Source: an optimization exercise on an open RTL-to-GDS flow (aim: small area, a short achievable clock period and few clock cycles per item). Production flows keep margins and buffers that such runs may drop.
The RTL was checked by simulation tests, not by an equivalence proof against the original design.
No activity file was given, so power comes from the tool's default toggle rates.

## design.v

```verilog
`default_nettype none
package deq_pkg;
    localparam int DEPTH      = 64;
    localparam int WORD_WIDTH = 32;
    localparam int IDX_W      = $clog2(DEPTH);
    localparam int CNT_W      = $clog2(DEPTH + 1);
    typedef enum logic [2:0] {
        OP_PUSH_FRONT = 3'd0,
        OP_PUSH_BACK  = 3'd1,
        OP_POP_FRONT  = 3'd2,
        OP_POP_BACK   = 3'd3,
        OP_PEEK_FRONT = 3'd4,
        OP_PEEK_BACK  = 3'd5
    } t_op;
    typedef enum logic [1:0] {
        ST_OK    = 2'd0,
        ST_EMPTY = 2'd1,
        ST_FULL  = 2'd2
    } t_status;
endpackage
`default_nettype wire
`default_nettype none
import deq_pkg::*;
module double_ended_queue_unit
(
    input  wire logic                         i_clk,
    input  wire logic                         i_rst_n,
    input  wire logic                         start,
    output logic                              busy,
    input  wire logic        [2:0]            i_operation,
    input  wire logic signed [WORD_WIDTH-1:0] i_push_value,
    output logic                              o_valid,
    output logic             [1:0]            o_status,
    output logic signed      [WORD_WIDTH-1:0] o_peek_value,
    output logic             [CNT_W-1:0]      o_element_count
);
    logic [IDX_W-1:0] r_head;      
    logic [IDX_W-1:0] r_head_m1;   
    logic [IDX_W-1:0] r_tail;      
    logic [IDX_W-1:0] r_tail_m1;   
    logic [CNT_W-1:0] r_count;
    logic             r_empty;     
    logic             r_full;      
    logic             r_one;       
    logic             r_almost;    
    logic w_take;
    logic w_is_pf, w_is_pb, w_is_qf, w_is_qb, w_is_kf, w_is_kb;
    logic w_pf, w_pb, w_qf, w_qb, w_kf, w_kb, w_push, w_pop;
    assign w_take  = i_rst_n && start;
    assign w_is_pf = (i_operation == 3'd0);
    assign w_is_pb = (i_operation == 3'd1);
    assign w_is_qf = (i_operation == 3'd2);
    assign w_is_qb = (i_operation == 3'd3);
    assign w_is_kf = (i_operation == 3'd4);
    assign w_is_kb = (i_operation == 3'd5);
    assign w_pf   = w_take && w_is_pf && !r_full;
    assign w_pb   = w_take && w_is_pb && !r_full;
    assign w_qf   = w_take && w_is_qf && !r_empty;
    assign w_qb   = w_take && w_is_qb && !r_empty;
    assign w_kf   = w_take && w_is_kf && !r_empty;
    assign w_kb   = w_take && w_is_kb && !r_empty;
    assign w_push = w_pf || w_pb;
    assign w_pop  = w_qf || w_qb;
    always_ff @(posedge i_clk) begin
        if (!i_rst_n) begin
            r_head    <= '0;
            r_head_m1 <= '1;
            r_tail    <= '0;
            r_tail_m1 <= '1;
            r_count   <= '0;
            r_empty   <= 1'b1;
            r_full    <= 1'b0;
            r_one     <= 1'b0;
            r_almost  <= 1'b0;
        end else begin
            if (w_pf) begin
                r_head    <= r_head_m1;
                r_head_m1 <= r_head_m1 - IDX_W'(1);
            end else if (w_qf) begin
                r_head    <= r_head + IDX_W'(1);
                r_head_m1 <= r_head;
            end
            if (w_pb) begin
                r_tail    <= r_tail + IDX_W'(1);
                r_tail_m1 <= r_tail;
            end else if (w_qb) begin
                r_tail    <= r_tail_m1;
                r_tail_m1 <= r_tail_m1 - IDX_W'(1);
            end
            if (w_push) begin
                r_count  <= r_count + CNT_W'(1);
                r_empty  <= 1'b0;
                r_full   <= r_almost;
                r_one    <= r_empty;
                r_almost <= (r_count == CNT_W'(DEPTH - 2));
            end else if (w_pop) begin
                r_count  <= r_count - CNT_W'(1);
                r_empty  <= r_one;
                r_full   <= 1'b0;
                r_one    <= (r_count == CNT_W'(2));
                r_almost <= r_full;
            end
        end
    end
    logic [DEPTH-1:0]      s_we;       
    logic [WORD_WIDTH-1:0] s_wdata;
    logic [DEPTH-1:0]      s_rsel;     
    logic                  s_valid;
    logic [1:0]            s_status;
    logic [CNT_W-1:0]      s_count;
    always_ff @(posedge i_clk) begin
        for (int i = 0; i < DEPTH; i++) begin
            s_we[i]   <= (w_pf && (r_head_m1 == IDX_W'(i))) ||
                         (w_pb && (r_tail    == IDX_W'(i)));
            s_rsel[i] <= (w_kf && (r_head    == IDX_W'(i))) ||
                         (w_kb && (r_tail_m1 == IDX_W'(i)));
        end
        s_wdata <= i_push_value;
        s_valid <= w_take;
        if ((w_is_pf || w_is_pb) && r_full) begin
            s_status <= ST_FULL;
        end else if ((w_is_qf || w_is_qb || w_is_kf || w_is_kb) && r_empty) begin
            s_status <= ST_EMPTY;
        end else begin
            s_status <= ST_OK;
        end
        if (w_push)     s_count <= r_count + CNT_W'(1);
        else if (w_pop) s_count <= r_count - CNT_W'(1);
        else            s_count <= r_count;
    end
    logic [WORD_WIDTH-1:0] r_ring [DEPTH];
    for (genvar g = 0; g < DEPTH; g++) begin : g_word
        always_ff @(posedge i_clk) begin
            if (s_we[g]) r_ring[g] <= s_wdata;
        end
    end
    logic [WORD_WIDTH-1:0] w_rdata;
    always_comb begin
        w_rdata = '0;
        for (int i = 0; i < DEPTH; i++) begin
            w_rdata = w_rdata | ({WORD_WIDTH{s_rsel[i]}} & r_ring[i]);
        end
    end
    logic                  r_valid;
    logic [1:0]            r_status;
    logic [WORD_WIDTH-1:0] r_value;
    logic [CNT_W-1:0]      r_ocount;
    always_ff @(posedge i_clk) begin
        if (!i_rst_n) r_valid <= 1'b0;
        else          r_valid <= s_valid;
        r_status <= s_status;
        r_ocount <= s_count;
        r_value  <= w_rdata;
    end
    assign busy            = 1'b0;
    assign o_valid         = r_valid;
    assign o_status        = r_status;
    assign o_peek_value    = r_value;
    assign o_element_count = r_ocount;
endmodule
`default_nettype wire
```

## run.sh

```bash
#!/bin/bash
# synth_recipe.tcl (not shown) runs the flow's synth.tcl, then flattens the netlist and writes it again
# the make line also repeats each setting of config.mk as NAME=value (left out here)
make -C /OpenROAD-flow-scripts/flow DESIGN_CONFIG=/design/flow/config.mk WORK_HOME=/design/flow/orfs CLKGATE_MAP_FILE= SYNTH_SCRIPT=/design/flow/synth_recipe.tcl finish
```

## config.mk

```make
export PLATFORM = sky130hd
export DESIGN_NAME = double_ended_queue_unit
export DESIGN_NICKNAME = double_ended_queue_unit
export VERILOG_FILES = /design/flow/design.v
export SDC_FILE = /design/flow/constraint.sdc
export NUM_CORES = 4
export LEC_CHECK = 0
export CAP_MARGIN = 20
export CORE_MARGIN = 2
export CORE_UTILIZATION = 60
export SETUP_SLACK_MARGIN = 2.0
export SLEW_MARGIN = 20
```

## constraint.sdc

```tcl
create_clock -name core_clock -period 4.0 [get_ports {i_clk}]
set_input_delay 0.8000 -clock core_clock [delete_from_list [all_inputs] [get_ports {i_clk}]]
set_output_delay 0.8000 -clock core_clock [all_outputs]
set_load 0.01 [all_outputs]
```

==> results of run 1 <==
## per-layer routing
layer | part of all wire [%] | GRT usage (%) | vias to the layer above
li1 | - | - | 18999
met1 | 31 | 66.0 | 26938
met2 | 41 | 69.6 | 6253
met3 | 19 | 19.7 | 1628
met4 | 9.0 | 33.7 | 18
met5 | 0.055 | 0.463 | -
## registers in the layout (all words and copies together) (netlist names)
signal and flops:
s_wdata 32, s_valid 1, r_tail 6, r_head_m1 6, r_ocount 7, r_status 2, r_full 1, r_almost 1
r_head 6, r_valid 1, r_one 1, r_empty 1, s_status 2, r_value 32, r_ring 2048, s_count 7
s_rsel 64, r_count 7, r_tail_m1 6, s_we 64
## stage by stage
stage	cell area [um2]	setup slack, ns
CTS	94300	1.71
detailed placement	83500	0.761
global placement	83500	0.800
global route	96800	1.77
floorplan	80200	1.74
finish	96800	1.78
## cell type report
type,instances,area (um2)
timing repair buffer,463,6210
tap,1768,2210
inverter,18,67.6
antenna,14,35.0
sequential,2295,67000
multi-input combinational,1613,14600
fill,7997,36300
clock inverter,64,410
clock buffer,348,6360
## worst max-delay path: stages, from the launching register on
cell and delay, ns:
sky130_fd_sc_hd__dfxtp_2 0.33, sky130_fd_sc_hd__buf_12 0.17, sky130_fd_sc_hd__a22o_1 0.36, sky130_fd_sc_hd__a221oi_1 0.26, sky130_fd_sc_hd__nand4_1 0.13, sky130_fd_sc_hd__or4_4 0.60
## cell usage in the layout, fill, tap and decap left out, types with 38 or more instances in the layout
cell and instances:
sky130_fd_sc_hd__dfxtp_1 62, sky130_fd_sc_hd__clkbuf_16 243, sky130_fd_sc_hd__clkinv_1 38, sky130_fd_sc_hd__a22o_1 510
sky130_fd_sc_hd__nand4_1 139, sky130_fd_sc_hd__nand2_1 63, sky130_fd_sc_hd__buf_12 98, sky130_fd_sc_hd__buf_4 181
sky130_fd_sc_hd__a221oi_1 265, sky130_fd_sc_hd__o22ai_1 126, sky130_fd_sc_hd__clkbuf_1 101, sky130_fd_sc_hd__a221oi_2 241
sky130_fd_sc_hd__edfxtp_1 2048, sky130_fd_sc_hd__dfxtp_2 62, sky130_fd_sc_hd__buf_6 59, sky130_fd_sc_hd__dfxtp_4 123
## logic make-up after synthesis
group / count (synthesis) / share of synthesized area, %
flip-flops: 2295 / 82.9
AO/OA/AOI/OAI: 1215 / 12.7
AND/OR/NAND/NOR: 363 / 2.65
buffers and inverters: 258 / 1.24
adder cells (fa/ha/maj): 21 / 0.328
XOR/XNOR: 8 / 0.0874
multiplexers: 5 / 0.0640
other: 1 / 0.00468
## power by group through the flow
stage / Combinational [mW] / Sequential, mW / Clock [mW]
2_1_floorplan: 0.0898 / 26.8 / 0
3_3_place_gp: 0.211 / 26.9 / 0
3_5_place_dp: 0.212 / 26.9 / 0
4_1_cts: 0.207 / 26.3 / 19.8
5_1_grt: 0.231 / 26.4 / 20.7
6_report: 0.218 / 26.3 / 19.9
## path summary, 6_finish.rpt
path	from	end	slack, ns	cells past startpoint
setup / recovery	s_rsel[62]	r_value[2]	1.78	5
hold / removal	s_count[2]	r_ocount[2]	0.32	0
setup reg to reg	s_rsel[62]	r_value[2]	1.78	5
hold reg to reg	s_count[2]	r_ocount[2]	0.32	0
## timing repair
| action | in CTS | in global routing |
|---|---|---|
| pin swaps | 47 | 86 |
| cloned | 18 | 15 |
| endpoints found under the setup margin | 204 | 119 |
| gates resized for setup | 621 | 229 |
| hold buffers | 0 | 0 |
| buffers inserted | 157 | 80 |
==> results.rst, run 1 <==
.. list-table::
   :header-rows: 1

   * - Metric
     - Value
   * - Vias per std cell
     - about 8.2
   * - Number of antenna violations at the first check in global routing
     - 18
   * - Leakage power total
     - around 31 nW
   * - Grt ovf
     - 0
   * - Overall die height
     - about 370 um
   * - Part of the power in the clock network
     - 42.9%
   * - Power spent charging and discharging nets
     - around 9.3 mW
   * - Outcome
     - no timing/DRC/antenna violations
   * - Internal portion of total power
     - 37.2 mW
   * - Cells after Synth
     - roughly 4.2k
   * - Drt initial violations
     - about 13k
   * - Worst slew slack as a fraction of its limit
     - a little under a tenth
   * - Number of distinct library cells after synthesis
     - 63
   * - Yosys reg bits
     - ~2.3k
   * - Switching power as a share of total power
     - 20.0%
   * - Part of the power in registers
     - a little under three fifths
   * - Critical path type
     - reg -> reg
   * - Total power of the final layout
     - around 47 mW
   * - Clock tree from TritonCTS
     - yes
   * - Total standard cell area after synthesis
     - 80,200 um2
   * - Worst-case hold slack
     - 0.325 ns
   * - Area fraction of the dominant cell type after synthesis
     - about 77%
   * - RSZ-0062 raised after global routing
     - yes
   * - Longest Clk Path Bufs
     - 3
   * - Vias
     - ~54k
   * - Layout net count
     - 4,668
   * - Post-layout min period
     - 2.22 ns
   * - Final routed wirelength across all metal layers
     - around 350,000 um
   * - Skew-Pair Late Insertion Delay
     - 0.87 ns
   * - Post-route clock skew
     - 0.0356 ns
   * - Total track usage
     - between 50% and 60%
   * - Pin slew with the least headroom to its limit
     - 1.36 ns
   * - Number of synthesis warnings
     - 2
   * - Die extent in x
     - between 300 and 400 um
   * - CP max FO
     - 32
   * - Proportion of register bits with asynchronous set or reset after synthesis
     - 0%
   * - Area of the placeable core
     - around 130,000 um2
   * - Max H-tree Level
     - 4
   * - Placed wire-length estimate
     - roughly 160,000 um
   * - Antenna-violating nets left
     - 0
   * - Detail-routed net length per standard cell
     - around 54 um
   * - Power density over the cells
     - a little under 500 nW/um2
   * - Hold Vio Cnt, Final
     - 0
   * - Worst ir drop on vdd
     - roughly 420 uV
   * - Drc violations
     - 0
   * - Pin count of the biggest net entering global routing
     - 65
   * - Largest cells by area after synthesis
     - sky130_fd_sc_hd__edfxtp_1 (77%), sky130_fd_sc_hd__dfxtp_1 (6.2%), sky130_fd_sc_hd__a221oi_1 (5.6%)
   * - Maximum frequency from static timing analysis
     - approximately 0.45 GHz
   * - Total of buffers placed on input and output ports
     - 79
   * - Worst min-delay path class
     - reg -> reg
   * - Final Cycle Share
     - 55.5%
   * - First-pass detailed-route iteration total
     - 8
   * - Placed cells
     - 5,886
   * - Cell type with the highest aggregate area in the netlist
     - sky130_fd_sc_hd__edfxtp_1
   * - Share of post-route cells with drive strength above 1
     - roughly 25%
   * - Part of the Yosys area used for sequential elements
     - a little over 80%
   * - Wire length of the first global-routing pass
     - about 440,000 um
   * - Synth Area per Inst
     - between 15 and 20 um2
   * - Count of max-cap constraint violations
     - 0
   * - Register clock-pin slew on the reported worst setup and hold paths
     - around 0.06 ns
   * - Top cell types by occurrence after synthesis
     - sky130_fd_sc_hd__edfxtp_1 (2,048), sky130_fd_sc_hd__a221oi_1 (513), sky130_fd_sc_hd__a22o_1 (512)
   * - Critical path startpoint category
     - register
   * - Data required time at the worst endpoint
     - roughly 4.7 ns
   * - Post-route non-filler standard cell count
     - about 6.6k
   * - Net count after synthesis
     - between 4k and 5k
   * - Clock buffers created by TritonCTS
     - approximately 220
   * - Combinational group share of total power
     - less than 1%
   * - Layout Utilization
     - 72.7%
   * - Setup TNS
     - 0 ns
   * - Number of max-slew violations in the final report
     - 0
   * - Starting utilization of the core area
     - between 60% and 70%
   * - Number of enable-type register cells in the synthesized netlist
     - 2,048
   * - Data arrival time at the worst-slack endpoint
     - approximately 3 ns
   * - Count of boundary I/O pins
     - 81
   * - Vias in the first global route
     - approximately 47k
   * - Most common flop cell mapped by yosys
     - sky130_fd_sc_hd__edfxtp_1
   * - Count of endpoints failing setup in the final report
     - 0
   * - Sink count of the clock tree
     - between 2k and 2.5k
   * - Placer congestion estimate
     - around 0.9
   * - Most numerous cell in the Yosys netlist
     - sky130_fd_sc_hd__edfxtp_1
   * - Root buffer selected by CTS
     - sky130_fd_sc_hd__clkbuf_16
   * - Critical path capture point type
     - register
   * - Number of core rows
     - 134
   * - Synthesis-to-finish area growth
     - 20.8%
   * - Total Die Area
     - around 140,000 um2
Testbench counts, summed over its fixed seeds: cycles 24,016, ops 24,000.
==> run 2, diff against run 1 <==
--- a/design.v
+++ b/design.v
@@ -37,5 +37,3 @@
     logic [IDX_W-1:0] r_head;      
-    logic [IDX_W-1:0] r_head_m1;   
     logic [IDX_W-1:0] r_tail;      
-    logic [IDX_W-1:0] r_tail_m1;   
     logic [CNT_W-1:0] r_count;
@@ -45,2 +43,6 @@
     logic             r_almost;    
+    logic [IDX_W-1:0] w_head_m1;   
+    logic [IDX_W-1:0] w_tail_m1;   
+    assign w_head_m1 = r_head - IDX_W'(1);
+    assign w_tail_m1 = r_tail - IDX_W'(1);
     logic w_take;
@@ -66,5 +68,3 @@
             r_head    <= '0;
-            r_head_m1 <= '1;
             r_tail    <= '0;
-            r_tail_m1 <= '1;
             r_count   <= '0;
@@ -75,16 +75,6 @@
         end else begin
-            if (w_pf) begin
-                r_head    <= r_head_m1;
-                r_head_m1 <= r_head_m1 - IDX_W'(1);
-            end else if (w_qf) begin
-                r_head    <= r_head + IDX_W'(1);
-                r_head_m1 <= r_head;
-            end
-            if (w_pb) begin
-                r_tail    <= r_tail + IDX_W'(1);
-                r_tail_m1 <= r_tail;
-            end else if (w_qb) begin
-                r_tail    <= r_tail_m1;
-                r_tail_m1 <= r_tail_m1 - IDX_W'(1);
-            end
+            if (w_pf)      r_head <= w_head_m1;
+            else if (w_qf) r_head <= r_head + IDX_W'(1);
+            if (w_pb)      r_tail <= r_tail + IDX_W'(1);
+            else if (w_qb) r_tail <= w_tail_m1;
             if (w_push) begin
@@ -109,9 +99,8 @@
     logic [1:0]            s_status;
-    logic [CNT_W-1:0]      s_count;
     always_ff @(posedge i_clk) begin
         for (int i = 0; i < DEPTH; i++) begin
-            s_we[i]   <= (w_pf && (r_head_m1 == IDX_W'(i))) ||
+            s_we[i]   <= (w_pf && (w_head_m1 == IDX_W'(i))) ||
                          (w_pb && (r_tail    == IDX_W'(i)));
             s_rsel[i] <= (w_kf && (r_head    == IDX_W'(i))) ||
-                         (w_kb && (r_tail_m1 == IDX_W'(i)));
+                         (w_kb && (w_tail_m1 == IDX_W'(i)));
         end
@@ -126,5 +115,2 @@
         end
-        if (w_push)     s_count <= r_count + CNT_W'(1);
-        else if (w_pop) s_count <= r_count - CNT_W'(1);
-        else            s_count <= r_count;
     end
@@ -151,3 +137,3 @@
         r_status <= s_status;
-        r_ocount <= s_count;
+        r_ocount <= r_count;    
         r_value  <= w_rdata;
==> flow/run.sh (new file) <==
#!/bin/bash
set -euo pipefail
bash standard.sh MATCH_CELL_FOOTPRINT=0 "BUFFER_PORTS_ARGS=-buffer_cell sky130_fd_sc_hd__buf_4" finish > flow_make.log 2>&1
==> standard.sh (new file) <==
#!/bin/bash
# synth_recipe.tcl (not shown) runs the flow's synth.tcl, then flattens the netlist and writes it again
# the make line also repeats each setting of config.mk as NAME=value (left out here)
make -C /OpenROAD-flow-scripts/flow DESIGN_CONFIG=/design/flow/config.mk WORK_HOME=/design/flow/orfs CLKGATE_MAP_FILE= SYNTH_SCRIPT=/design/flow/synth_recipe.tcl "${@:-finish}"
--- a/config.mk
+++ b/config.mk
@@ -10,3 +10,3 @@
 export CORE_UTILIZATION = 60
-export SETUP_SLACK_MARGIN = 2.0
+export SETUP_SLACK_MARGIN = 1.8
 export SLEW_MARGIN = 20
removed: run.sh
==> run 2 against run 1 <==
  * Still clean on timing, DRC and antenna
  * Maximum frequency is 2.1% lower
  * Sequential power hardly changed
  * Clock skew is 0.0021 ns lower
  * Synthesized area is 0.19% lower
  * Final cell count is 3.4% lower
  * Core utilization is 2.7 points lower
  * Critical path depth stayed put
  * Largest power group unchanged
==> results.rst, run 2 <==
.. list-table::
   :header-rows: 1

   * - Metric
     - Value
   * - Sink count of the clock tree
     - around 2.3k
   * - Post-route clock skew
     - 0.0334 ns
   * - Outcome
     - no timing/DRC/antenna violations
   * - Cells after Synth
     - 4,151
   * - First-pass detailed-route iteration total
     - 7
   * - Data required time at the worst endpoint
     - roughly 4.7 ns
   * - Worst min-delay path class
     - in -> reg
   * - Count of endpoints failing setup in the final report
     - 0
   * - Synthesis-to-finish area growth
     - 15.4%
   * - Total of buffers placed on input and output ports
     - between 70 and 80
   * - Post-layout min period
     - about 2.3 ns
   * - Count of max-cap constraint violations
     - 0
   * - Synth Area per Inst
     - about 19 um2
   * - Wire length of the first global-routing pass
     - between 400,000 and 500,000 um
   * - Number of distinct library cells after synthesis
     - 70
   * - Maximum frequency from static timing analysis
     - 0.441 GHz
   * - Critical path type
     - reg -> reg
   * - Top library cells by usage in the layout, fill and taps aside
     - sky130_fd_sc_hd__edfxtp_1 (2,048), sky130_fd_sc_hd__a22o_1 (512), sky130_fd_sc_hd__a221oi_1 (483), sky130_fd_sc_hd__clkbuf_16 (228), sky130_fd_sc_hd__buf_4 (193)
   * - Data arrival time at the worst-slack endpoint
     - 2.97 ns
   * - Number of enable-type register cells in the synthesized netlist
     - ~2k
   * - Share of post-route cells with drive strength above 1
     - 19.0%
   * - Leakage power total
     - just under 30 nW
   * - Proportion of register bits with asynchronous set or reset after synthesis
     - 0%
   * - Power density over the cells
     - about 510 nW/um2
   * - Max H-tree Level
     - 4
   * - Endpoint with the worst hold slack
     - s_wdata[23]
   * - Top cell types by occurrence after synthesis
     - sky130_fd_sc_hd__edfxtp_1 (2,048), sky130_fd_sc_hd__a221oi_1 (513), sky130_fd_sc_hd__a22o_1 (512)
   * - Area of the placeable core
     - 132,000 um2
   * - Pin slew with the least headroom to its limit
     - ~1.4 ns
   * - Part of the power in the clock network
     - 43.7%
   * - Internal portion of total power
     - roughly 38 mW
   * - Pin count of the biggest net entering global routing
     - 65
   * - Most numerous cell in the Yosys netlist
     - sky130_fd_sc_hd__edfxtp_1
   * - Skew-Pair Late Insertion Delay
     - 0.86 ns
   * - Drt initial violations
     - about 13k
   * - Final routed wirelength across all metal layers
     - around 330,000 um
   * - Largest cells by area after synthesis
     - sky130_fd_sc_hd__edfxtp_1 (77%), sky130_fd_sc_hd__dfxtp_1 (5.7%), sky130_fd_sc_hd__a221oi_1 (5.6%)
   * - Part of the Yosys area used for sequential elements
     - 82.6%
   * - Drc violations
     - 0
   * - Switching power as a share of total power
     - about a fifth
   * - Vias
     - between 50k and 60k
   * - Part of the power in registers
     - a little under three fifths
   * - Vias per std cell
     - approximately 8.3
   * - Commonest non-fill, non-tap cell in the layout
     - sky130_fd_sc_hd__edfxtp_1
   * - Starting utilization of the core area
     - between 60% and 70%
   * - Grt ovf
     - 0
   * - Worst slew slack as a fraction of its limit
     - under 10%
   * - Critical path startpoint category
     - register
   * - Number of synthesis warnings
     - 2
   * - Area fraction of the dominant cell type after synthesis
     - 76.9%
   * - Count of boundary I/O pins
     - 81
   * - Share of synthesized area spent on multiplexers
     - 0.102%
   * - Most common flop cell mapped by yosys
     - sky130_fd_sc_hd__edfxtp_1
   * - Largest register by flop count
     - r_ring
   * - Share of synthesized cell area in full adder, half adder and majority cells
     - less than 1%
   * - Worst ir drop on vdd
     - around 420 uV
   * - CP max FO
     - 14
   * - Total track usage
     - 48.2%
   * - Leading registers by flop count
     - r_ring (2048), s_rsel (64), s_we (64)
   * - Hold bufs inserted after CTS
     - 0
   * - Number of inserted filler cells in the final layout
     - just over 8k
   * - Max FFs per register
     - roughly 2.0k
   * - Final Cycle Share
     - a little under three fifths
   * - Critical path capture point type
     - register
   * - Design Area, Final
     - slightly above 90,000 um2
   * - Hold path startpoint
     - i_push_value[23]
   * - Number of core rows
     - roughly 130
   * - Hold Vio Cnt, Final
     - 0
   * - Power spent charging and discharging nets
     - about 9.4 mW
   * - Layout net count
     - 4,460
   * - Setup slack, reg-to-reg
     - 1.73 ns
   * - Synth Area in XOR/XNOR
     - 0.0985%
   * - Antenna-violating nets left
     - 0
   * - Hold path depth
     - 1
   * - Root buffer selected by CTS
     - sky130_fd_sc_hd__clkbuf_16
   * - Placed wire-length estimate
     - ~160,000 um
   * - Total standard cell area after synthesis
     - about 80,000 um2
   * - Total Die Area
     - 136,000 um2
   * - Number of max-slew violations in the final report
     - 0
   * - Vias in the first global route
     - approximately 48k
   * - Setup TNS
     - 0 ns
   * - Combinational family with the most area after synthesis
     - compound AO/OA/AOI/OAI gates
   * - Worst reg2reg startpoint
     - s_rsel[4]
   * - Detail-routed net length per standard cell
     - between 50 and 60 um
   * - Register clock-pin slew on the reported worst setup and hold paths
     - ~0.06 ns
   * - Net count after synthesis
     - 4,207
   * - Combinational group share of total power
     - 0.9%
   * - RR Endpoint
     - r_value[8]
   * - RSZ-0062 raised after global routing
     - yes
   * - Clock tree from TritonCTS
     - yes
   * - Synth Area in Simple Gates
     - 2.62%
   * - Longest Clk Path Bufs
     - 3
   * - Cell type with the highest aggregate area in the netlist
     - sky130_fd_sc_hd__edfxtp_1
   * - Placer congestion estimate
     - ~0.88
   * - Clock buffers created by TritonCTS
     - around 210
   * - Overall die height
     - 369 um
   * - Number of antenna violations at the first check in global routing
     - 19
   * - Yosys reg bits
     - roughly 2.3k
   * - Share of the synthesized area in compound gates (AO/OA/AOI/OAI)
     - about an eighth
   * - Dpl cell area
     - 83,300 um2
   * - R2R depth
     - 5
   * - Die extent in x
     - 369 um
==> run 2: cell count changes after synthesis, moves of 5 or more <==
cell / delta
sky130_fd_sc_hd__dfxtp_1: -19
sky130_fd_sc_hd__nand3_1: -8
sky130_fd_sc_hd__a21o_1: +6
sky130_fd_sc_hd__a211oi_1: +6
sky130_fd_sc_hd__clkbuf_1: -17
sky130_fd_sc_hd__o32ai_1: +40
sky130_fd_sc_hd__a21boi_0: +5
sky130_fd_sc_hd__o22ai_1: -45
sky130_fd_sc_hd__buf_2: +21
sky130_fd_sc_hd__nand2_1: -6
==> run 2: worst max path at each step <==
stage,start,end,slack [ns],cells after the start
2_1_floorplan,i_operation[1],r_count[3],1.60,9
3_3_place_gp,i_rst_n,r_count[5],0.92,9
3_5_place_dp,i_rst_n,r_count[5],0.98,9
4_1_cts,r_head[0],s_we[60],1.69,6
5_1_grt,r_tail[4],s_rsel[13],1.73,4
6_report,s_rsel[4],r_value[8],1.73,5
==> run 2: cell type report <==
| type | count | area [um2] | area share (%) |
|---|---|---|---|
| Antenna cell | 12 | 30.0 | 0.0325 |
| Inverter | 15 | 58.8 | 0.0637 |
| Timing Repair Buffer | 282 | 3030 | 3.28 |
| Multi-Input combinational cell | 1616 | 13400 | 14.5 |
| Clock inverter | 78 | 787 | 0.852 |
| Clock buffer | 328 | 6350 | 6.87 |
| Tap cell | 1755 | 2200 | 2.38 |
| Sequential cell | 2276 | 66500 | 72.0 |
==> run 2: cell families after synthesis <==
group / Yosys count
compound gates: 1223
xor+xnor: 9
fa+ha+maj: 18
buf+inv: 260
flops: 2276
mux: 8
other cells: 1
simple gates: 356
==> run 2: power groups by stage <==
stage	clock [mW]	sequential, mW	combinational, mW
2_1_floorplan	0	26.6	0.196
3_3_place_gp	0	26.7	0.344
3_5_place_dp	0	26.7	0.347
4_1_cts	20.5	26.2	0.364
5_1_grt	21.4	26.2	0.427
6_report	20.6	26.2	0.408
==> run 2: through the flow <==
stage                     total power [mW]  hold slack [ns]  setup WS (ns)  instances  util [%]
after CTS                             47.0           0.0154           1.69       6321      69.5
final                                 47.2           0.0504           1.73       6362      70.0
after global routing                  48.0           0.0328           1.73       6350      70.0
after global placement                27.0            0.324          0.916       5871      63.1
after floorplan                       26.8            0.310           1.60       4151         -
after detailed placement              27.0            0.325          0.977       5872      63.1
==> run 2: repair_timing <==
item / 4_1_cts / 5_1_grt
endpoints found under the setup margin: 170 / 157
endpoints found under the hold margin: 0 / 0
buffers inserted: 38 / 20
cloned: 5 / 5
resized for setup: 220 / 58
pin swaps: 11 / 9
==> run 2: routing by layer <==
metal | up-vias | global-route usage (%) | wire (um)
li1 | 18573 | - | -
met1 | 26329 | 64.1 | 104000
met2 | 6246 | 67.6 | 138000
met3 | 1473 | 17.9 | 61700
met4 | 12 | 30.6 | 27400
met5 | - | 0 | 85
==> run 2: worst max-delay path, stage by stage, from the launching register on <==
cell	delay [ns]
sky130_fd_sc_hd__dfxtp_4	0.46
sky130_fd_sc_hd__buf_16	0.27
sky130_fd_sc_hd__a22o_1	0.24
sky130_fd_sc_hd__a221oi_1	0.30
sky130_fd_sc_hd__nand4_1	0.27
sky130_fd_sc_hd__or4_4	0.57
Testbench counts of run 2, summed over its fixed seeds: cycles 24,016, ops 24,000.
==> run 3, diff against run 2 <==
--- a/config.mk
+++ b/config.mk
@@ -10,2 +10,4 @@
 export CORE_UTILIZATION = 60
+export CTS_CLUSTER_DIAMETER = 60
+export CTS_CLUSTER_SIZE = 30
 export SETUP_SLACK_MARGIN = 1.8
==> run 3 against run 2 <==
  * Via count is 1.8% lower
  * Still clean on timing, DRC and antenna
  * Final cell count is 2.4% lower
  * Largest cell class unchanged
  * Critical path depth stayed put
  * Flip-flop and latch count stayed put
==> results.rst, run 3 <==
.. list-table::
   :header-rows: 1

   * - Metric
     - Value
   * - Max FFs per register
     - roughly 2.0k
   * - Number of enable-type register cells in the synthesized netlist
     - slightly above 2k
   * - Cell type with the highest aggregate area in the netlist
     - sky130_fd_sc_hd__edfxtp_1
   * - Detail-routed net length per standard cell
     - 52.4 um
   * - Count of boundary I/O pins
     - 81
   * - Count of endpoints failing setup in the final report
     - 0
   * - Top cell types by occurrence after synthesis
     - sky130_fd_sc_hd__edfxtp_1 (2,048), sky130_fd_sc_hd__a221oi_1 (513), sky130_fd_sc_hd__a22o_1 (512)
   * - RSZ-0062 raised after global routing
     - yes
   * - Largest register by flop count
     - r_ring
   * - Cells after Synth
     - 4,151
   * - Hold Vio Cnt, Final
     - 0
   * - Synth Area per Inst
     - around 19 um2
   * - Area fraction of the dominant cell type after synthesis
     - between 70 and 80%
   * - Vias
     - just over 50k
   * - Critical path capture point type
     - register
   * - Starting utilization of the core area
     - between 60% and 70%
   * - Hold bufs inserted after CTS
     - 0
   * - CP max FO
     - 14
   * - Vias in the first global route
     - approximately 47k
   * - Post-route clock skew
     - around 0.048 ns
   * - Layout net count
     - 4,378
   * - Drt initial violations
     - between 10k and 15k
   * - Number of inserted filler cells in the final layout
     - around 8.4k
   * - Post-route non-filler standard cell count
     - 6,210
   * - Final routed wirelength across all metal layers
     - 325,000 um
   * - Clock buffers created by TritonCTS
     - 142
   * - Total standard cell area after synthesis
     - around 80,000 um2
   * - Pin count of the biggest net entering global routing
     - 65
   * - Clock tree from TritonCTS
     - yes
   * - Die extent in x
     - around 370 um
   * - Number of core rows
     - roughly 130
   * - Register clock-pin slew on the reported worst setup and hold paths
     - approximately 0.090 ns
   * - Pin slew with the least headroom to its limit
     - around 1.4 ns
   * - Top library cells by usage in the layout, fill and taps aside
     - sky130_fd_sc_hd__edfxtp_1 (2,048), sky130_fd_sc_hd__a22o_1 (512), sky130_fd_sc_hd__a221oi_1 (486), sky130_fd_sc_hd__buf_4 (196), sky130_fd_sc_hd__clkbuf_16 (156)
   * - Post-layout min period
     - ~2.3 ns
   * - Number of synthesis warnings
     - 2
   * - Critical path startpoint category
     - register
   * - Yosys reg bits
     - about 2.3k
   * - Proportion of register bits with asynchronous set or reset after synthesis
     - 0%
   * - First-pass detailed-route iteration total
     - 6
   * - Root buffer selected by CTS
     - sky130_fd_sc_hd__clkbuf_16
   * - Data required time at the worst endpoint
     - roughly 4.7 ns
   * - Most numerous cell in the Yosys netlist
     - sky130_fd_sc_hd__edfxtp_1
   * - Overall die height
     - roughly 370 um
   * - Longest Clk Path Bufs
     - 3
   * - Worst min-delay path class
     - in -> reg
   * - Count of max-cap constraint violations
     - 0
   * - Leakage power total
     - 28.3 nW
   * - Post-placement setup slack
     - about 0.98 ns
   * - Total track usage
     - between 40% and 50%
   * - Data arrival time at the worst-slack endpoint
     - slightly below 3 ns
   * - Placed cells
     - between 5k and 6k
   * - Commonest non-fill, non-tap cell in the layout
     - sky130_fd_sc_hd__edfxtp_1
   * - Sink count of the clock tree
     - roughly 2.3k
   * - Max H-tree Level
     - 4
   * - Placer congestion estimate
     - just under 0.9
   * - Skew-Pair Late Insertion Delay
     - roughly 0.82 ns
   * - Net count after synthesis
     - about 4.2k
   * - Wire length of the first global-routing pass
     - ~420,000 um
   * - Setup TNS
     - 0 ns
   * - Total power of the final layout
     - 42.8 mW
   * - Number of distinct library cells after synthesis
     - 70
   * - Area of the placeable core
     - between 100,000 and 150,000 um2
   * - Critical path type
     - reg -> reg
   * - Final Cycle Share
     - between 50 and 60%
   * - Layout Utilization
     - a little under 70%
   * - Synthesis-to-finish area growth
     - 12.3%
   * - Total of buffers placed on input and output ports
     - 79
   * - Number of max-slew violations in the final report
     - 0
   * - Share of post-route cells with drive strength above 1
     - 17.5%
   * - Leading registers by flop count
     - r_ring (2048), s_rsel (64), s_we (64)
   * - Placed wire-length estimate
     - around 160,000 um
   * - Antenna-violating nets left
     - 0
   * - Grt ovf
     - 0
   * - Outcome
     - no timing/DRC/antenna violations
   * - Vias per std cell
     - roughly 8.3
   * - Total Die Area
     - between 100,000 and 150,000 um2
   * - Slack of the critical path
     - approximately 1.7 ns
   * - Maximum frequency from static timing analysis
     - 0.438 GHz
   * - Part of the Yosys area used for sequential elements
     - roughly 83%
   * - Number of antenna violations at the first check in global routing
     - 16
   * - Largest cells by area after synthesis
     - sky130_fd_sc_hd__edfxtp_1 (77%), sky130_fd_sc_hd__dfxtp_1 (5.7%), sky130_fd_sc_hd__a221oi_1 (5.6%)
   * - Worst ir drop on vdd
     - 431 uV
   * - Most common flop cell mapped by yosys
     - sky130_fd_sc_hd__edfxtp_1
   * - Drc violations
     - 0
   * - Power density over the cells
     - 477 nW/um2
   * - Worst slew slack as a fraction of its limit
     - 9.25%
-- run 3: report_power, final --
group / switching, mW / internal, mW / leakage (nW)
Clock: 8.47 / 7.85 / 2.40
Sequential: 0.287 / 25.8 / 20.4
Combinational: 0.271 / 0.125 / 5.55
-- run 3: per-stage QoR --
step / area (um2) / hold slack [ns]
2_1_floorplan: 80100 / 0.310
3_3_place_gp: 83300 / 0.324
3_5_place_dp: 83300 / 0.325
4_1_cts: 89300 / 0.0516
5_1_grt: 89800 / 0.0650
6_report: 89900 / 0.0793
-- run 3: metal layers --
| metal | up-vias | track usage (%) | part of all wire [%] |
|---|---|---|---|
| met3 | 1326 | 16.8 | 18 |
| li1 | 18348 | - | - |
| met1 | 25988 | 63.6 | 32 |
| met4 | 4 | 29.2 | 7.8 |
| met2 | 6038 | 67.2 | 42 |
| met5 | - | 0.570 | 0.020 |
-- run 3: final timing paths --
check	cells past startpoint	start	slack (ns)	to
max	5	s_rsel[55]	1.71	r_value[5]
min	1	i_push_value[12]	0.08	s_wdata[12]
max reg2reg	5	s_rsel[55]	1.71	r_value[5]
min reg2reg	0	s_status[0]	0.33	r_status[0]
-- run 3: critical path, cell delays in order (launching register included) --
cell and delay, ns:
sky130_fd_sc_hd__dfxtp_4 0.50, sky130_fd_sc_hd__buf_4 0.32, sky130_fd_sc_hd__a22o_1 0.24, sky130_fd_sc_hd__a221oi_1 0.25
sky130_fd_sc_hd__nand4_1 0.21, sky130_fd_sc_hd__or4_4 0.60
-- run 3: cells by family (layout without fill, tap and decap cells) --
| kind of cell | count (synthesis) | after routing | share of synthesized area (%) |
|---|---|---|---|
| AND/OR/NAND/NOR | 356 | 356 | 2.62 |
| flip-flops | 2276 | 2276 | 82.6 |
| buffers and inverters | 260 | 551 | 1.29 |
| multiplexers | 8 | 8 | 0.102 |
| adder cells (fa/ha/maj) | 18 | 18 | 0.291 |
| AO/OA/AOI/OAI | 1223 | 1223 | 13.0 |
| XOR/XNOR | 9 | 9 | 0.0985 |
| other | 1 | 14 | 0.00469 |
-- run 3: repair_timing --
item | CTS | global route
gates cloned | 1 | 2
setup buffers | 29 | 25
setup endpoints to repair | 168 | 153
endpoints found under the hold margin | 0 | 0
pin swaps | 10 | 8
resized for setup | 205 | 48
-- run 3: layout make-up --
class                   instances  area, um2  share of cell area, %
multi-input cells            1615      13400                   14.9
clock inverters               101       1090                   1.21
clock buffers                 163       3890                   4.32
inverters                      15       58.8                 0.0654
well taps                    1755       2200                   2.44
repair buffers                272       2760                   3.07
flip-flops and latches       2276      66500                   74.0
diodes                         13       32.5                 0.0362
==> run 4, diff against run 3 <==
--- a/design.v
+++ b/design.v
@@ -122,8 +122,23 @@
     end
-    logic [WORD_WIDTH-1:0] w_rdata;
+    localparam int HALF = DEPTH / 2;
+    logic [WORD_WIDTH-1:0] w_part_lo, w_part_hi;
+    logic [WORD_WIDTH-1:0] m_part_lo, m_part_hi;
+    logic                  m_valid;
+    logic [1:0]            m_status;
+    logic [CNT_W-1:0]      m_count;
     always_comb begin
-        w_rdata = '0;
-        for (int i = 0; i < DEPTH; i++) begin
-            w_rdata = w_rdata | ({WORD_WIDTH{s_rsel[i]}} & r_ring[i]);
+        w_part_lo = '0;
+        w_part_hi = '0;
+        for (int i = 0; i < HALF; i++) begin
+            w_part_lo = w_part_lo | ({WORD_WIDTH{s_rsel[i]}}        & r_ring[i]);
+            w_part_hi = w_part_hi | ({WORD_WIDTH{s_rsel[HALF + i]}} & r_ring[HALF + i]);
         end
+    end
+    always_ff @(posedge i_clk) begin
+        if (!i_rst_n) m_valid <= 1'b0;
+        else          m_valid <= s_valid;
+        m_status  <= s_status;
+        m_count   <= r_count;    
+        m_part_lo <= w_part_lo;
+        m_part_hi <= w_part_hi;
     end
@@ -135,6 +150,6 @@
         if (!i_rst_n) r_valid <= 1'b0;
-        else          r_valid <= s_valid;
-        r_status <= s_status;
-        r_ocount <= r_count;    
-        r_value  <= w_rdata;
+        else          r_valid <= m_valid;
+        r_status <= m_status;
+        r_ocount <= m_count;
+        r_value  <= m_part_lo | m_part_hi;
     end
--- a/config.mk
+++ b/config.mk
@@ -12,3 +12,3 @@
 export CTS_CLUSTER_SIZE = 30
-export SETUP_SLACK_MARGIN = 1.8
+export SETUP_SLACK_MARGIN = 1.9
 export SLEW_MARGIN = 20
==> run 4 against run 3 <==
  * Critical path type unchanged
  * Core utilization is 1.1 points lower
  * Flip-flop and latch count grew 74
  * Clock power increased by 2%
  * Clock skew decreased by 0.0011 ns
  * Synthesized area grew 1.8%
  * Synthesized cell count rose by 6.5%
  * Die area up 1.7%
  * Highest routed layer unchanged
  * Register-to-register slack better by 0.18 ns
  * Final cell count rose by 4.1%
==> results.rst, run 4 <==
.. list-table::
   :header-rows: 1

   * - Metric
     - Value
   * - Slack of the critical path
     - between 1.5 and 2 ns
   * - Post-route clock skew
     - around 0.047 ns
   * - Clock tree from TritonCTS
     - yes
   * - Data required time at the worst endpoint
     - between 4 and 5 ns
   * - Number of core rows
     - 135
   * - Data arrival time at the worst-slack endpoint
     - ~2.8 ns
   * - Cells traversed along the worst timing path
     - buf_12, or4_4, or3_4, a21o_4, o32ai_1
   * - Vias per std cell
     - ~7.5
   * - Worst reg2reg startpoint
     - r_tail[2]
   * - Vias in the first global route
     - approximately 45k
   * - Number of antenna violations at the first check in global routing
     - 13
   * - Final routed wirelength across all metal layers
     - about 280,000 um
   * - Worst ir drop on vdd
     - 403 uV
   * - Root buffer selected by CTS
     - sky130_fd_sc_hd__clkbuf_16
   * - Area of the placeable core
     - 135,000 um2
   * - Most numerous cell in the Yosys netlist
     - sky130_fd_sc_hd__edfxtp_1
   * - Final Cycle Share
     - a little over half
   * - Placed wire-length estimate
     - ~150,000 um
   * - Peak per-stage delay on the critical path
     - 0.50 ns
   * - Sink count of the clock tree
     - between 2k and 2.5k
   * - Total of buffers placed on input and output ports
     - between 70 and 80
   * - Part of the Yosys area used for sequential elements
     - between 80% and 90%
   * - Leading registers by flop count
     - r_ring (2048), s_rsel (64), s_we (64)
   * - Starting utilization of the core area
     - 60.3%
   * - Total track usage
     - approximately two fifths
   * - Clock buffers created by TritonCTS
     - roughly 140
   * - Area fraction of the dominant cell type after synthesis
     - approximately 76%
   * - Count of endpoints failing setup in the final report
     - 0
   * - Antenna-violating nets left
     - 0
   * - Critical path startpoint category
     - register
   * - Hold path depth
     - 1
   * - RR Endpoint
     - s_rsel[60]
   * - Total Die Area
     - 139,000 um2
   * - Endpoint with the worst hold slack
     - s_wdata[31]
   * - Number of distinct library cells after synthesis
     - 66
   * - Leakage power total
     - ~28 nW
   * - CP max FO
     - 23
   * - Yosys reg bits
     - ~2.4k
   * - Longest Clk Path Bufs
     - 3
   * - Largest cells by area after synthesis
     - sky130_fd_sc_hd__edfxtp_1 (76%), sky130_fd_sc_hd__a22oi_1 (9.4%), sky130_fd_sc_hd__dfxtp_1 (7.4%)
   * - Drt initial violations
     - slightly above 9k
   * - Cell type with the highest aggregate area in the netlist
     - sky130_fd_sc_hd__edfxtp_1
   * - Detail-routed net length per standard cell
     - between 40 and 50 um
   * - Top cell types by occurrence after synthesis
     - sky130_fd_sc_hd__edfxtp_1 (2,048), sky130_fd_sc_hd__a22oi_1 (1,025), sky130_fd_sc_hd__dfxtp_1 (302)
   * - R2R depth
     - 5
   * - Total standard cell area after synthesis
     - 81,400 um2
   * - Drc violations
     - 0
   * - Reg area
     - approximately 68,000 um2
   * - Max FFs per register
     - ~2.0k
   * - First-pass detailed-route iteration total
     - 6
   * - Synth Area per Inst
     - around 18 um2
   * - Number of enable-type register cells in the synthesized netlist
     - between 2k and 2.5k
   * - Wire length of the first global-routing pass
     - 373,000 um
   * - Pin count of the biggest net entering global routing
     - 65
   * - Hold Vio Cnt, Final
     - 0
   * - Largest register by flop count
     - r_ring
   * - Commonest non-fill, non-tap cell in the layout
     - sky130_fd_sc_hd__edfxtp_1
   * - Max H-tree Level
     - 4
   * - Critical path capture point type
     - register
   * - Maximum frequency from static timing analysis
     - 0.475 GHz
   * - Area occupied by multi-input gates
     - ~13,000 um2
   * - Setup TNS
     - 0 ns
   * - Grt ovf
     - 0
   * - Synthesis-to-finish area growth
     - 11.2%
   * - Post-placement setup slack
     - 1.10 ns
   * - Net count after synthesis
     - ~4.5k
   * - Number of inserted filler cells in the final layout
     - between 9k and 10k
   * - Number of max-slew violations in the final report
     - 0
   * - Critical-path top delay cell
     - sky130_fd_sc_hd__or4_4
   * - Post-layout min period
     - ~2.1 ns
   * - Proportion of register bits with asynchronous set or reset after synthesis
     - 0%
   * - Layout net count
     - ~4.6k
   * - RSZ-0062 raised after global routing
     - yes
   * - Critical Path Source
     - r_tail[2]
   * - Register clock-pin slew on the reported worst setup and hold paths
     - roughly 0.10 ns
   * - Count of max-cap constraint violations
     - 0
   * - Worst slew slack as a fraction of its limit
     - about an eighth
   * - Count of boundary I/O pins
     - 81
   * - Share of post-route cells with drive strength above 1
     - 16.9%
   * - Hold path startpoint
     - i_push_value[31]
   * - Skew-Pair Late Insertion Delay
     - approximately 0.8 ns
   * - Vias
     - 48.7k
   * - Hold bufs inserted after CTS
     - 0
   * - Power density over the cells
     - 487 nW/um2
   * - Placer congestion estimate
     - between 0.8 and 0.9
   * - Die extent in x
     - approximately 370 um
   * - Worst min-delay path class
     - in -> reg
   * - Pin slew with the least headroom to its limit
     - 1.31 ns
   * - Setup slack, reg-to-reg
     - between 1.5 and 2 ns
   * - Critical path type
     - reg -> reg
   * - Number of synthesis warnings
     - 2
   * - Cells after Synth
     - between 4k and 5k
   * - Overall die height
     - 372 um
   * - Top library cells by usage in the layout, fill and taps aside
     - sky130_fd_sc_hd__edfxtp_1 (2,048), sky130_fd_sc_hd__a22oi_1 (1,025), sky130_fd_sc_hd__nand4_1 (266), sky130_fd_sc_hd__buf_4 (214), sky130_fd_sc_hd__clkbuf_16 (156)
   * - Outcome
     - no timing/DRC/antenna violations
   * - Worst-case hold slack
     - 0.0858 ns
   * - Most common flop cell mapped by yosys
     - sky130_fd_sc_hd__edfxtp_1
==> run 4: cell families after synthesis <==
| family | Yosys count | share of synthesized area, % |
|---|---|---|
| adder cells (fa/ha/maj) | 18 | 0.286 |
| XOR/XNOR | 9 | 0.0968 |
| AND/OR/NAND/NOR | 541 | 4.03 |
| other | 1 | 0.00460 |
| flip-flops | 2350 | 82.9 |
| AO/OA/AOI/OAI | 1232 | 11.3 |
| buffers and inverters | 259 | 1.25 |
| multiplexers | 9 | 0.112 |
==> run 4: worst max path at each step <==
stage | slack [ns] | end
2_1_floorplan | 1.57 | r_count[4]
6_report | 1.89 | s_rsel[60]
5_1_grt | 1.83 | s_rsel[60]
3_5_place_dp | 1.10 | s_we[13]
3_3_place_gp | 1.14 | s_we[9]
4_1_cts | 1.84 | s_rsel[47]
==> run 4: per-stage QoR <==
stage | utilization (%) | cells | cell area, um2 | total power, mW
6_report | 67.0 | 6465 | 90600 | 44.1
3_3_place_gp | 62.7 | 6177 | 84700 | 27.8
5_1_grt | 67.0 | 6463 | 90600 | 45.0
3_5_place_dp | 62.7 | 6178 | 84700 | 27.9
4_1_cts | 66.7 | 6451 | 90100 | 44.1
2_1_floorplan | - | 4419 | 81600 | 27.6
==> run 4: where the power goes <==
part           switching (mW)  leakage (nW)  total (mW)  internal, mW
Sequential              0.291          20.9        26.9          26.6
Clock                    8.69          2.46        16.7          8.04
Combinational           0.310          4.75       0.449         0.139
==> run 4: repair_timing <==
item                       CTS  global route
pin swaps                    4             8
cloned                       1             4
setup endpoints to repair  164           143
setup buffers                4             8
resized for setup           84            60
==> run 4: per-layer routing <==
metal  vias up  wire, um  GRT usage, %
met3       708     37200          8.24
met5         -        62             0
met4        10     12200          14.0
met1     25149     99900          56.4
li1      18876         -             -
met2      3977    129000          63.1
==> run 4: worst max-delay path, delay by kind of cell (launching register included) <==
family | cells | cell delay, ns
AND/OR/NAND/NOR | 2 | 0.96
flip-flops | 1 | 0.33
buffers and inverters | 1 | 0.15
AO/OA/AOI/OAI | 2 | 0.54
==> run 4: layout make-up <==
type / count / share of cell area, %
sequential: 2350 / 75.0
multi-input combinational: 1814 / 14.8
clock inverter: 98 / 1.21
timing repair buffer: 233 / 2.03
tap: 1781 / 2.46
inverter: 16 / 0.0718
antenna: 2 / 0.00553
timing repair inverter: 1 / 0.00553
clock buffer: 170 / 4.40
Testbench counts of run 4, summed over its fixed seeds: cycles 24,024, ops 24,000.
==> run 5, diff against run 4 <==
--- a/config.mk
+++ b/config.mk
@@ -9,5 +9,6 @@
 export CORE_MARGIN = 2
-export CORE_UTILIZATION = 60
+export CORE_UTILIZATION = 70
 export CTS_CLUSTER_DIAMETER = 60
 export CTS_CLUSTER_SIZE = 30
+export PLACE_DENSITY = 0.72
 export SETUP_SLACK_MARGIN = 1.9
==> run 5 against run 4 <==
  * Global-route usage is 3.7 points higher
  * Routed wire length down 6.0%
  * First-iteration DRC count grew 9.7%
  * Non-clock buffer count is 2 higher
  * Critical path type unchanged
  * Largest power group unchanged
  * Synthesized cell count is the same
  * Clock skew shrank 0.015 ns
  * Critical path depth fell by 1
  * Maximum frequency fell by 3.0%
==> results.rst, run 5 <==
.. list-table::
   :header-rows: 1

   * - Metric
     - Value
   * - Total track usage
     - ~44%
   * - Vias
     - between 40k and 50k
   * - Largest register by flop count
     - r_ring
   * - Antenna-violating nets left
     - 0
   * - Share of post-route cells with drive strength above 1
     - 16.0%
   * - Number of max-slew violations in the final report
     - 0
   * - Starting utilization of the core area
     - ~70%
   * - Top library cells by usage in the layout, fill and taps aside
     - sky130_fd_sc_hd__edfxtp_1 (2,048), sky130_fd_sc_hd__a22oi_1 (1,025), sky130_fd_sc_hd__nand4_1 (266), sky130_fd_sc_hd__buf_4 (205), sky130_fd_sc_hd__clkbuf_16 (148)
   * - Most numerous cell in the Yosys netlist
     - sky130_fd_sc_hd__edfxtp_1
   * - Root buffer selected by CTS
     - sky130_fd_sc_hd__clkbuf_16
   * - Post-route clock skew
     - between 0.03 and 0.04 ns
   * - Endpoint with the worst hold slack
     - s_wdata[8]
   * - Total of buffers placed on input and output ports
     - just under 80
   * - Leading registers by flop count
     - r_ring (2048), s_rsel (64), s_we (64)
   * - Outcome
     - no timing/DRC/antenna violations
   * - CP max FO
     - 17
   * - Critical path startpoint category
     - register
   * - Grt ovf
     - 0
   * - First-pass detailed-route iteration total
     - 6
   * - Number of core rows
     - between 100 and 150
   * - Slack of the critical path
     - roughly 1.8 ns
   * - Critical path capture point type
     - register
   * - Area of the placeable core
     - roughly 120,000 um2
   * - Drc violations
     - 0
   * - Sink count of the clock tree
     - 2,350
   * - RR Endpoint
     - m_part_hi[12]
   * - Hold path depth
     - 1
   * - Placed wire-length estimate
     - approximately 140,000 um
   * - R2R depth
     - 4
   * - Synthesis-to-finish area growth
     - 10.4%
   * - Proportion of register bits with asynchronous set or reset after synthesis
     - 0%
   * - Cells after Synth
     - 4,419
   * - Vias in the first global route
     - 45.9k
   * - Layout net count
     - roughly 4.6k
   * - Cell type with the highest aggregate area in the netlist
     - sky130_fd_sc_hd__edfxtp_1
   * - Max H-tree Level
     - 4
   * - Data arrival time at the worst-slack endpoint
     - ~2.8 ns
   * - Total Die Area
     - ~120,000 um2
   * - Yosys reg bits
     - between 2k and 2.5k
   * - Synth Area per Inst
     - approximately 18 um2
   * - Number of distinct library cells after synthesis
     - 66
   * - Pin slew with the least headroom to its limit
     - 1.34 ns
   * - Setup slack, reg-to-reg
     - ~1.8 ns
   * - Worst min-delay path class
     - in -> reg
   * - Vias per std cell
     - just under 8
   * - Most common flop cell mapped by yosys
     - sky130_fd_sc_hd__edfxtp_1
   * - Wire length of the first global-routing pass
     - 355,000 um
   * - Commonest non-fill, non-tap cell in the layout
     - sky130_fd_sc_hd__edfxtp_1
   * - Post-layout min period
     - roughly 2.2 ns
   * - Final routed wirelength across all metal layers
     - 262,000 um
   * - Placer congestion estimate
     - a little under 0.9
   * - Count of boundary I/O pins
     - 81
   * - Number of synthesis warnings
     - 2
   * - Hold Vio Cnt, Final
     - 0
   * - Longest Clk Path Bufs
     - 3
   * - Leakage power total
     - 28.1 nW
   * - Clock tree from TritonCTS
     - yes
   * - Register clock-pin slew on the reported worst setup and hold paths
     - approximately 0.1 ns
   * - RSZ-0062 raised after global routing
     - yes
   * - Pin count of the biggest net entering global routing
     - 65
   * - Hold path startpoint
     - i_push_value[8]
   * - Number of inserted filler cells in the final layout
     - roughly 6.3k
   * - Worst reg2reg startpoint
     - s_rsel[34]
   * - Area fraction of the dominant cell type after synthesis
     - around 76%
   * - Detail-routed net length per standard cell
     - 42.3 um
   * - Critical Path Source
     - s_rsel[34]
   * - Part of the Yosys area used for sequential elements
     - 82.9%
   * - Number of antenna violations at the first check in global routing
     - 8
   * - Largest cells by area after synthesis
     - sky130_fd_sc_hd__edfxtp_1 (76%), sky130_fd_sc_hd__a22oi_1 (9.4%), sky130_fd_sc_hd__dfxtp_1 (7.4%)
   * - Number of enable-type register cells in the synthesized netlist
     - 2,048
   * - Drt initial violations
     - a little over 10k
   * - Data required time at the worst endpoint
     - approximately 4.6 ns
   * - Maximum frequency from static timing analysis
     - around 0.46 GHz
   * - Post-placement setup slack
     - about 1.2 ns
   * - Design Area, Final
     - approximately 90,000 um2
   * - Count of max-cap constraint violations
     - 0
   * - Die extent in x
     - ~350 um
   * - Final Cycle Share
     - between 50% and 60%
   * - Top cell types by occurrence after synthesis
     - sky130_fd_sc_hd__edfxtp_1 (2,048), sky130_fd_sc_hd__a22oi_1 (1,025), sky130_fd_sc_hd__dfxtp_1 (302)
   * - Max FFs per register
     - 2,048
   * - Critical path type
     - reg -> reg
   * - Power density over the cells
     - 484 nW/um2
   * - Overall die height
     - about 350 um
   * - Total standard cell area after synthesis
     - 81,400 um2
   * - Net count after synthesis
     - ~4.5k
   * - Skew-Pair Late Insertion Delay
     - 0.80 ns
   * - Worst slew slack as a fraction of its limit
     - approximately 10%
   * - Dpl cell area
     - between 80,000 and 90,000 um2
   * - Total power of the final layout
     - about 43 mW
   * - Setup TNS
     - 0 ns
   * - Hold bufs inserted after CTS
     - 0
   * - Worst ir drop on vdd
     - slightly below 500 uV
   * - Count of endpoints failing setup in the final report
     - 0
   * - Clock buffers created by TritonCTS
     - 140
-- run 5: where the power goes --
group | internal, mW | total (mW) | switching (mW)
sequential | 26.6 | 26.9 | 0.332
clock | 8.00 | 16.2 | 8.18
combinational | 0.135 | 0.377 | 0.242
-- run 5: routing by layer --
| layer | routed length, um | part of all wire [%] | track usage (%) | up-vias |
|---|---|---|---|---|
| met5 | 27 | 0.010 | 0 | - |
| met4 | 14200 | 5.4 | 19.1 | 4 |
| met3 | 47000 | 18 | 13.9 | 884 |
| met2 | 114000 | 44 | 63.7 | 5088 |
| met1 | 86800 | 33 | 62.0 | 24507 |
| li1 | - | - | - | 18843 |
-- run 5: critical path, cell delays in order (launching register included) --
cell,delay [ns]
sky130_fd_sc_hd__dfxtp_2,0.53
sky130_fd_sc_hd__buf_4,0.39
sky130_fd_sc_hd__a22oi_1,0.26
sky130_fd_sc_hd__nand4_1,0.13
sky130_fd_sc_hd__or4_1,0.66
-- run 5: worst max-delay path by stage --
| stage | to |
|---|---|
| after floorplan | r_count[4] |
| after global placement | r_count[5] |
| after detailed placement | s_rsel[36] |
| after CTS | o_peek_value[27] |
| after global routing | o_peek_value[27] |
| final | m_part_hi[12] |
-- run 5: cell families after synthesis --
group                    share of synthesized area [%]
buffers and inverters                             1.25
XOR/XNOR                                        0.0968
flip-flops                                        82.9
other                                          0.00460
AO/OA/AOI/OAI                                     11.3
adder cells (fa/ha/maj)                          0.286
AND/OR/NAND/NOR                                   4.03
multiplexers                                     0.112
-- run 5: what timing repair did --
| action | in CTS | in global routing |
|---|---|---|
| endpoints found under the setup margin | 166 | 135 |
| pin swaps | 1 | 8 |
| resized for setup | 92 | 36 |
| setup buffers | 3 | 18 |
| cloned | 0 | 1 |
-- run 5: layout make-up --
cell class | count | area, um2 | area share (%)
clock inverter | 82 | 1020 | 1.13
timing repair buffer | 235 | 1900 | 2.11
tap | 1524 | 1910 | 2.12
multi-input combinational | 1811 | 13200 | 14.7
inverter | 16 | 65.1 | 0.0724
antenna | 11 | 27.5 | 0.0306
clock buffer | 170 | 3840 | 4.27
sequential | 2350 | 67900 | 75.5
-- run 5: metrics by stage --
step / util [%] / std cells / hold WS, ns
floorplan: - / 4419 / 0.310
global placement: 72.8 / 5911 / 0.312
detailed placement: 72.8 / 5912 / 0.315
CTS: 77.3 / 6167 / 0.0648
global route: 77.7 / 6188 / 0.0825
finish: 77.7 / 6199 / 0.101
==> run 6, diff against run 5 <==
--- a/design.v
+++ b/design.v
@@ -37,3 +37,5 @@
     logic [IDX_W-1:0] r_head;      
+    logic [IDX_W-1:0] r_head_m1;   
     logic [IDX_W-1:0] r_tail;      
+    logic [IDX_W-1:0] r_tail_m1;   
     logic [CNT_W-1:0] r_count;
@@ -43,6 +45,2 @@
     logic             r_almost;    
-    logic [IDX_W-1:0] w_head_m1;   
-    logic [IDX_W-1:0] w_tail_m1;   
-    assign w_head_m1 = r_head - IDX_W'(1);
-    assign w_tail_m1 = r_tail - IDX_W'(1);
     logic w_take;
@@ -68,3 +66,5 @@
             r_head    <= '0;
+            r_head_m1 <= '1;
             r_tail    <= '0;
+            r_tail_m1 <= '1;
             r_count   <= '0;
@@ -75,6 +75,16 @@
         end else begin
-            if (w_pf)      r_head <= w_head_m1;
-            else if (w_qf) r_head <= r_head + IDX_W'(1);
-            if (w_pb)      r_tail <= r_tail + IDX_W'(1);
-            else if (w_qb) r_tail <= w_tail_m1;
+            if (w_pf) begin
+                r_head    <= r_head_m1;
+                r_head_m1 <= r_head_m1 - IDX_W'(1);
+            end else if (w_qf) begin
+                r_head    <= r_head + IDX_W'(1);
+                r_head_m1 <= r_head;
+            end
+            if (w_pb) begin
+                r_tail    <= r_tail + IDX_W'(1);
+                r_tail_m1 <= r_tail;
+            end else if (w_qb) begin
+                r_tail    <= r_tail_m1;
+                r_tail_m1 <= r_tail_m1 - IDX_W'(1);
+            end
             if (w_push) begin
@@ -101,6 +111,6 @@
         for (int i = 0; i < DEPTH; i++) begin
-            s_we[i]   <= (w_pf && (w_head_m1 == IDX_W'(i))) ||
+            s_we[i]   <= (w_pf && (r_head_m1 == IDX_W'(i))) ||
                          (w_pb && (r_tail    == IDX_W'(i)));
             s_rsel[i] <= (w_kf && (r_head    == IDX_W'(i))) ||
-                         (w_kb && (w_tail_m1 == IDX_W'(i)));
+                         (w_kb && (r_tail_m1 == IDX_W'(i)));
         end
--- a/config.mk
+++ b/config.mk
@@ -9,6 +9,5 @@
 export CORE_MARGIN = 2
-export CORE_UTILIZATION = 70
+export CORE_UTILIZATION = 60
 export CTS_CLUSTER_DIAMETER = 60
 export CTS_CLUSTER_SIZE = 30
-export PLACE_DENSITY = 0.72
 export SETUP_SLACK_MARGIN = 1.9
==> run 6 against run 5 <==
  * Still clean
  * Design area up 0.53%
  * Non-clock buffer count down 1
  * Clock skew up 0.0024 ns
  * Worst setup slack better by 0.013 ns
  * Global-route usage down 4.1 points
  * Critical path depth unchanged
  * Clock power up 5%
  * Largest cell class unchanged
==> results.rst, run 6 <==
.. list-table::
   :header-rows: 1

   * - Metric
     - Value
   * - Placer congestion estimate
     - between 0.8 and 0.9
   * - Final routed wirelength across all metal layers
     - 278,000 um
   * - Critical path startpoint category
     - register
   * - Worst slew slack as a fraction of its limit
     - around 18%
   * - Net count after synthesis
     - approximately 4.5k
   * - Detail-routed net length per standard cell
     - approximately 43 um
   * - Pin count of the biggest net entering global routing
     - 65
   * - Drc violations
     - 0
   * - Clock tree from TritonCTS
     - yes
   * - Placed cells
     - 6,207
   * - Skew-Pair Late Insertion Delay
     - roughly 0.81 ns
   * - Data arrival time at the worst-slack endpoint
     - between 2 and 3 ns
   * - Proportion of register bits with asynchronous set or reset after synthesis
     - 0%
   * - Share of post-route cells with drive strength above 1
     - 15.3%
   * - Drt initial violations
     - just under 9k
   * - Wire length of the first global-routing pass
     - about 370,000 um
   * - RSZ-0062 raised after global routing
     - yes
   * - Slack of the critical path
     - 1.84 ns
   * - Vias per std cell
     - between 7 and 8
   * - CP max FO
     - 19
   * - Vias in the first global route
     - 44.9k
   * - Top cell types by occurrence after synthesis
     - sky130_fd_sc_hd__edfxtp_1 (2,048), sky130_fd_sc_hd__a22oi_1 (1,027), sky130_fd_sc_hd__dfxtp_1 (314)
   * - Die extent in x
     - 373 um
   * - Number of antenna violations at the first check in global routing
     - 17
   * - Cells after Synth
     - between 4k and 5k
   * - Clock buffers created by TritonCTS
     - 144
   * - Synth Area per Inst
     - roughly 18 um2
   * - Largest cells by area after synthesis
     - sky130_fd_sc_hd__edfxtp_1 (75%), sky130_fd_sc_hd__a22oi_1 (9.4%), sky130_fd_sc_hd__dfxtp_1 (7.7%)
   * - Placed wire-length estimate
     - ~150,000 um
   * - Overall die height
     - between 300 and 400 um
   * - Count of endpoints failing setup in the final report
     - 0
   * - Setup TNS
     - 0 ns
   * - Data required time at the worst endpoint
     - about 4.6 ns
   * - Max FFs per register
     - 2,048
   * - Total of buffers placed on input and output ports
     - 79
   * - Leakage power total
     - roughly 28 nW
   * - Most common flop cell mapped by yosys
     - sky130_fd_sc_hd__edfxtp_1
   * - Antenna-violating nets left
     - 0
   * - Longest Clk Path Bufs
     - 3
   * - Peak per-stage delay on the critical path
     - approximately 0.6 ns
   * - Count of boundary I/O pins
     - between 80 and 90
   * - Number of inserted filler cells in the final layout
     - about 9.2k
   * - Commonest non-fill, non-tap cell in the layout
     - sky130_fd_sc_hd__edfxtp_1
   * - Number of distinct library cells after synthesis
     - 70
   * - Post-layout min period
     - between 2 and 2.5 ns
   * - Cells traversed along the worst timing path
     - buf_4, a22oi_1, nand4_1, or4_1
   * - Maximum frequency from static timing analysis
     - around 0.46 GHz
   * - Top library cells by usage in the layout, fill and taps aside
     - sky130_fd_sc_hd__edfxtp_1 (2,048), sky130_fd_sc_hd__a22oi_1 (1,027), sky130_fd_sc_hd__nand4_1 (265), sky130_fd_sc_hd__buf_4 (212), sky130_fd_sc_hd__clkbuf_16 (148)
   * - Part of the power in the clock network
     - between 30% and 40%
   * - Vias
     - roughly 50k
   * - Total track usage
     - about 40%
   * - Number of max-slew violations in the final report
     - 0
   * - Part of the power in registers
     - around 61%
   * - Area fraction of the dominant cell type after synthesis
     - roughly three quarters
   * - Worst ir drop on vdd
     - approximately 530 uV
   * - Part of the Yosys area used for sequential elements
     - 83.0%
   * - Reg area
     - 68,200 um2
   * - Internal portion of total power
     - roughly 35 mW
   * - Total Die Area
     - 139,000 um2
   * - Grt ovf
     - 0
   * - Number of core rows
     - 135
   * - Worst min-delay path class
     - in -> reg
   * - Cell type with the highest aggregate area in the netlist
     - sky130_fd_sc_hd__edfxtp_1
   * - Post-route clock skew
     - between 0.03 and 0.04 ns
   * - Max H-tree Level
     - 4
   * - Bufs and invs on worst path
     - 1
   * - Number of synthesis warnings
     - 2
   * - Most numerous cell in the Yosys netlist
     - sky130_fd_sc_hd__edfxtp_1
   * - Starting utilization of the core area
     - 60.3%
   * - Post-route non-filler standard cell count
     - approximately 6.5k
   * - Combinational group share of total power
     - less than 1%
   * - Setup slack, reg-to-reg
     - between 1.5 and 2 ns
   * - Hold Vio Cnt, Final
     - 0
   * - Area occupied by multi-input gates
     - 12,900 um2
   * - Layout net count
     - 4,644
   * - Final Cycle Share
     - a little over half
   * - Leading registers by flop count
     - r_ring (2048), s_rsel (64), s_we (64)
   * - Pin slew with the least headroom to its limit
     - between 1 and 1.5 ns
   * - Power density over the cells
     - 489 nW/um2
   * - Post-placement setup slack
     - approximately 1.0 ns
   * - Hold bufs inserted after CTS
     - 0
   * - Largest register by flop count
     - r_ring
   * - Critical-path top delay cell
     - sky130_fd_sc_hd__dfxtp_2
   * - Synthesis-to-finish area growth
     - 10.7%
   * - Count of max-cap constraint violations
     - 0
   * - Area of the placeable core
     - approximately 140,000 um2
   * - Number of enable-type register cells in the synthesized netlist
     - ~2.0k
   * - Yosys reg bits
     - 2,362
   * - First-pass detailed-route iteration total
     - 6
   * - Root buffer selected by CTS
     - sky130_fd_sc_hd__clkbuf_16
   * - Switching power as a share of total power
     - roughly a fifth
   * - Sink count of the clock tree
     - approximately 2.4k
   * - Register clock-pin slew on the reported worst setup and hold paths
     - 0.10 ns
   * - Critical path type
     - reg -> reg
   * - Critical path capture point type
     - register
   * - Total standard cell area after synthesis
     - 81,600 um2
   * - Power spent charging and discharging nets
     - 9.19 mW
   * - Outcome
     - no timing/DRC/antenna violations
   * - CP delay by family, top
     - simple AND/OR/NAND/NOR gates
## run 6: cell families (layout without fill, tap and decap cells)
family                     after synthesis  in the layout  synth area share [%]
AOI/OAI and AO/OA                     1241           1241                  11.1
xor gates and xnor gates                 3              3                0.0322
adders and majority gates               24             24                 0.377
buffers and inverters                  266            514                  1.31
DFF                                   2362           2362                  83.0
muxes                                    5              5                0.0690
other                                    1              5               0.00459
and+or+nand+nor                        542            542                  4.05
## run 6: what timing repair did
| item | CTS | global route |
|---|---|---|
| buffers inserted | 4 | 6 |
| gates resized for setup | 48 | 17 |
| pin swaps | 2 | 4 |
| endpoints found under the setup margin | 28 | 30 |
| gates cloned | 0 | 0 |
## run 6: final timing paths
check / from / endpoint / cells past startpoint
hold reg to reg: m_count[1] / r_ocount[1] / 0
hold / removal: i_push_value[0] / s_wdata[0] / 1
setup / recovery: s_rsel[48] / m_part_hi[16] / 4
setup reg to reg: s_rsel[48] / m_part_hi[16] / 4
## run 6: per-stage QoR
step	total power, mW	cell area (um2)	utilization, %	hold WS [ns]
3_5_place_dp	27.8	84900	62.8	0.314
5_1_grt	45.1	90400	66.8	0.0573
3_3_place_gp	27.8	84900	62.7	0.316
6_report	44.2	90400	66.8	0.0786
4_1_cts	44.2	90200	66.7	0.0393
2_1_floorplan	27.6	81800	-	0.310
## run 6: routing by layer
metal / share of wire [%] / track usage [%] / up-vias
met5: 0.018 / 0 / -
met4: 4.4 / 14.8 / 6
met3: 13 / 7.90 / 650
met2: 47 / 62.7 / 3847
met1: 36 / 55.2 / 25273
li1: - / - / 18895
## run 6: area by class of cell
cell class                      count  area share [%]
Sequential cell                  2362            75.4
Multi-Input combinational cell   1816            14.3
Clock buffer                      161            4.21
Tap cell                         1781            2.47
Timing Repair Buffer              234            2.06
Clock inverter                     95            1.48
Inverter                           24           0.105
Antenna cell                        4          0.0111
## run 6: power by group through the flow
stage	clock (mW)	sequential [mW]	combinational [mW]
3_5_place_dp	0	27.6	0.242
6_report	17.0	27.0	0.256
5_1_grt	17.8	27.0	0.273
4_1_cts	17.0	27.0	0.246
2_1_floorplan	0	27.5	0.101
3_3_place_gp	0	27.6	0.226
Testbench counts of run 6, summed over its fixed seeds: cycles 24,024, ops 24,000.

Check on run 6: ideal ports give 1.840 ns setup slack; a clkbuf_16 on the clock port and buf_2 on the inputs give 1.802 ns; moving port delays by the midpoint clock arrival (0.885 ns) as well gives 1.172 ns.
